What follows belongs to an exercise in optimizing a design on an open flow for small area and a short achievable clock period; a production flow would make more cautious choices. In this exercise RTL edits were held to simulation tests only and were not proved equivalent to the original. The clock port is modelled as an ideal driver; clocking choices that lean on that would not hold on a real chip.

Setup of alpha:
==> flow/design.v <==
module dac_frame_buffer #(
  parameter int DATA_W    = 12,
  parameter int FRAME_LEN = 80
) (
  input  logic              clk,
  input  logic              reset,
  input  logic [6:0]        ADR,
  input  logic              SEL,
  input  logic              wr_valid,
  input  logic [DATA_W-1:0] wr_data,
  output logic              wr_ready,
  output logic [DATA_W-1:0] dac_data,
  output logic              dac_strobe,
  output logic              underrun
);
  localparam int              AW       = $clog2(FRAME_LEN);
  localparam logic [AW-1:0]   LAST_PTR = AW'(FRAME_LEN - 1);
  localparam logic [6:0]      SYNC_ADR = 7'(FRAME_LEN);
  localparam int              NL1      = (FRAME_LEN + 2) / 3;   
  localparam int              NL2      = (NL1 + 2) / 3;
  localparam int              NL3      = (NL2 + 2) / 3;
  logic [FRAME_LEN-1:0][DATA_W-1:0] bank0_r;
  logic [FRAME_LEN-1:0][DATA_W-1:0] bank1_r;
  logic              wr_ready_r;
  logic [AW-1:0]     wptr_r;
  logic              sel_q_r;
  logic              underrun_r;
  logic [6:0]           adr_q_r;
  logic [FRAME_LEN-1:0] rsel_r;      
  logic                 rbank_r;     
  logic                 rd_strobe_r;
  logic [DATA_W-1:0]    dac_data_r;
  logic                 dac_strobe_r;
  logic              sel_change_s;
  logic              wr_accept_s;
  logic              last_write_s;
  logic              data_event_s;
  assign sel_change_s = (SEL != sel_q_r);
  assign wr_accept_s  = wr_ready_r & wr_valid & ~reset;
  assign last_write_s = (wptr_r == LAST_PTR);
  assign data_event_s = ~reset & (ADR != adr_q_r) & (ADR < SYNC_ADR);
  always_ff @(posedge clk) begin
    sel_q_r <= SEL;
    if (reset) begin
      wr_ready_r <= 1'b1;
      wptr_r     <= '0;
      underrun_r <= 1'b0;
    end else begin
      underrun_r <= sel_change_s & wr_ready_r & ~(wr_valid & last_write_s);
      if (sel_change_s) begin
        wr_ready_r <= 1'b1;
        wptr_r     <= '0;
      end else if (wr_accept_s) begin
        if (last_write_s) begin
          wr_ready_r <= 1'b0;
          wptr_r     <= '0;
        end else begin
          wptr_r     <= wptr_r + AW'(1);
        end
      end
    end
  end
  for (genvar i = 0; i < FRAME_LEN; i++) begin : g_slot
    logic hit_s;
    assign hit_s = wr_accept_s & (wptr_r == AW'(i));
    always_ff @(posedge clk) begin
      if (hit_s & sel_q_r)  bank0_r[i] <= wr_data;
      if (hit_s & ~sel_q_r) bank1_r[i] <= wr_data;
    end
  end
  always_ff @(posedge clk) begin
    adr_q_r <= ADR;
    rbank_r <= sel_q_r;
    for (int i = 0; i < FRAME_LEN; i++)
      rsel_r[i] <= (ADR == 7'(i));
  end
  logic [DATA_W-1:0] rd0_s, rd1_s, rd_s;
  for (genvar b = 0; b < 2; b++) begin : g_rbank
    for (genvar k = 0; k < DATA_W; k++) begin : g_rbit
      logic [FRAME_LEN-1:0] d;
      logic [NL1-1:0]       l1_n;
      logic [NL2-1:0]       l2;
      logic [NL3-1:0]       l3_n;
      logic                 l4;
      for (genvar i = 0; i < FRAME_LEN; i++) begin : g_d
        assign d[i] = (b == 0) ? bank0_r[i][k] : bank1_r[i][k];
      end
      for (genvar g = 0; g < NL1; g++) begin : g_l1
        if (3 * g + 2 < FRAME_LEN) begin : g_full
          dfb_aoi222 u_aoi (
            .a0(rsel_r[3*g]),   .b0(d[3*g]),
            .a1(rsel_r[3*g+1]), .b1(d[3*g+1]),
            .a2(rsel_r[3*g+2]), .b2(d[3*g+2]),
            .y (l1_n[g])
          );
        end else if (3 * g + 1 < FRAME_LEN) begin : g_two
          dfb_aoi22 u_aoi (
            .a0(rsel_r[3*g]),   .b0(d[3*g]),
            .a1(rsel_r[3*g+1]), .b1(d[3*g+1]),
            .y (l1_n[g])
          );
        end else begin : g_one
          dfb_nand2 u_nand (.a(rsel_r[3*g]), .b(d[3*g]), .y(l1_n[g]));
        end
      end
      for (genvar g = 0; g < NL2; g++) begin : g_l2
        dfb_nand3 u_n (.a(l1_n[3*g]), .b(l1_n[3*g+1]), .c(l1_n[3*g+2]), .y(l2[g]));
      end
      for (genvar g = 0; g < NL3; g++) begin : g_l3
        dfb_nor3 u_n (.a(l2[3*g]), .b(l2[3*g+1]), .c(l2[3*g+2]), .y(l3_n[g]));
      end
      dfb_nand3 u_l4 (.a(l3_n[0]), .b(l3_n[1]), .c(l3_n[2]), .y(l4));
      if (b == 0) begin : g_o0
        assign rd0_s[k] = l4;
      end else begin : g_o1
        assign rd1_s[k] = l4;
      end
    end
  end
  assign rd_s = rbank_r ? rd1_s : rd0_s;
  always_ff @(posedge clk) begin
    if (reset) begin
      rd_strobe_r  <= 1'b0;
      dac_data_r   <= '0;
      dac_strobe_r <= 1'b0;
    end else begin
      rd_strobe_r  <= data_event_s;
      dac_strobe_r <= rd_strobe_r;
      if (rd_strobe_r) dac_data_r <= rd_s;
    end
  end
  assign wr_ready   = wr_ready_r & ~reset;
  assign dac_data   = dac_data_r;
  assign dac_strobe = dac_strobe_r;
  assign underrun   = underrun_r;
endmodule
module dfb_aoi222 (
  input  logic a0, b0, a1, b1, a2, b2,
  output logic y
);
  assign y = ~((a0 & b0) | (a1 & b1) | (a2 & b2));
endmodule
module dfb_aoi22 (
  input  logic a0, b0, a1, b1,
  output logic y
);
  assign y = ~((a0 & b0) | (a1 & b1));
endmodule
module dfb_nand2 (
  input  logic a, b,
  output logic y
);
  assign y = ~(a & b);
endmodule
module dfb_nand3 (
  input  logic a, b, c,
  output logic y
);
  assign y = ~(a & b & c);
endmodule
module dfb_nor3 (
  input  logic a, b, c,
  output logic y
);
  assign y = ~(a | b | c);
endmodule
==> flow/config.mk <==
export PLATFORM = sky130hd
export DESIGN_NAME = dac_frame_buffer
export DESIGN_NICKNAME = dac_frame_buffer
export VERILOG_FILES = /design/flow/design.v
export SDC_FILE = /design/flow/constraint.sdc
export NUM_CORES = 4
export LEC_CHECK = 0
export CAP_MARGIN = 20
export CORE_MARGIN = 2
export CORE_UTILIZATION = 60
export CTS_BUF_LIST = sky130_fd_sc_hd__clkbuf_16
export CTS_CLUSTER_DIAMETER = 100
export CTS_CLUSTER_SIZE = 25
export SETUP_SLACK_MARGIN = 1.4
export SLEW_MARGIN = 20
export SYNTH_HIERARCHICAL = 1
==> flow/constraint.sdc <==
create_clock -name core_clock -period 3.6 [get_ports {clk}]
set_input_delay 0.7200 -clock core_clock [delete_from_list [all_inputs] [get_ports {clk}]]
set_output_delay 0.7200 -clock core_clock [all_outputs]
set_load 0.01 [all_outputs]
run.sh (not shown) runs the stock make flow with config.mk's settings and CLKGATE_MAP_FILE= SYNTH_SCRIPT=/design/flow/synth_recipe.tcl, a recipe that flattens the netlist after the stock synthesis.
alpha ran to completion and came out clean on the timing, DRC and antenna checks.
Modified inputs, beta compared to alpha
==> flow/flow/run.sh (new file) <==
#!/bin/bash
set -euo pipefail
W=$(pwd)
bash standard.sh synth > synth.log 2>&1
sed "s|\"\${@:-finish}\"|POST_CTS_TCL=$W/flow/post_cts.tcl \"\${@:-finish}\"|" standard.sh > own_standard.sh
grep -q "POST_CTS_TCL=" own_standard.sh
bash own_standard.sh > layout.log 2>&1
==> flow/flow/post_cts.tcl (new file) <==
# Useful skew for the read path: insert a clock buffer in front of the clock
# pins of the DAC output registers (dac_data_r), one per leaf clock net that
# feeds them, placed at the registers' centroid; then legalize.
set skew_cell sky130_fd_sc_hd__clkbuf_2
set block [ord::get_db_block]
array set groups {}
foreach cell [get_cells dac_data_r*] {
  set pin [get_pins -of_objects $cell -filter "lib_pin_name == CLK"]
  set net [get_nets -of_objects $pin]
  lappend groups([get_full_name $net]) $cell
}
set i 0
foreach netname [lsort [array names groups]] {
  set flops $groups($netname)
  set sx 0
  set sy 0
  set pins {}
  foreach f $flops {
    lassign [[sta::sta_to_db_inst $f] getLocation] fx fy
    set sx [expr {$sx + $fx}]
    set sy [expr {$sy + $fy}]
    lappend pins [get_pins -of_objects $f -filter "lib_pin_name == CLK"]
  }
  set n [llength $flops]
  set dbu [$block getDbUnitsPerMicron]
  set x [expr {double($sx) / $n / $dbu}]
  set y [expr {double($sy) / $n / $dbu}]
  puts "skew: net $netname, $n registers, buffer at $x $y"
  insert_buffer -buffer_cell $skew_cell -net [get_nets $netname] -load_pins $pins \
    -location [list $x $y] -buffer_name skew_buf_$i -net_name skew_clk_$i
  incr i
}
global_connect
detailed_placement
check_placement -verbose
estimate_parasitics -placement
report_clock_skew
report_worst_slack -max
report_checks -path_delay max -group_path_count 3 -format end
==> flow/standard.sh (new file) <==
#!/bin/bash
# synth_recipe.tcl (not shown) runs the flow's synth.tcl, then flattens the netlist and writes it again
# the make line also repeats each setting of config.mk as NAME=value (left out here)
make -C /OpenROAD-flow-scripts/flow DESIGN_CONFIG=/design/flow/config.mk WORK_HOME=/design/flow/orfs CLKGATE_MAP_FILE= SYNTH_SCRIPT=/design/flow/synth_recipe.tcl "${@:-finish}"
removed: flow/run.sh
## What came out
- Looking at beta and alpha, the aggregate global-route resource usage is a wash.
- alpha → beta: routed via count essentially unchanged; worst supply voltage drop on vdd essentially unchanged; hold slack essentially unchanged; maximum achievable frequency increased 5.7%; clock latency at the later pin of the worst-skew pair increased 0.17 ns.

==> re-timing with driven ports <==
No port has a modelled driver above. Below, the same layouts with a new extraction and two added sets of constraints.
Step 1 sets driving cells, clkbuf_16 on the clock port and buf_2 on the other inputs (assumed; they add their load-dependent delay and slew).
Step 2 times the ports against the registers' clock, not the clock port: input delays grow and output delays shrink by t, the midpoint of the rising clock arrivals with the driver on.
Slacks: no drivers / after step 1 / after step 2; pairs: no drivers / after step 1.
| run | t, ns | slack for setup (ns) | worst register clock-pin slew, ns | worst data-port slew with drivers (ns) |
|---|---|---|---|---|
| alpha | 0.776 | 1.016 / 1.016 / 0.554 | 0.10 / 0.10 | 0.16 |
| beta | 0.859 | 1.156 / 1.088 / 0.501 | 0.11 / 0.11 | 0.16 |
After both steps every run listed still meets setup and hold. The setup slack of beta, which loses most, moves by -0.068 ns with the drivers and by -0.655 ns with both steps.
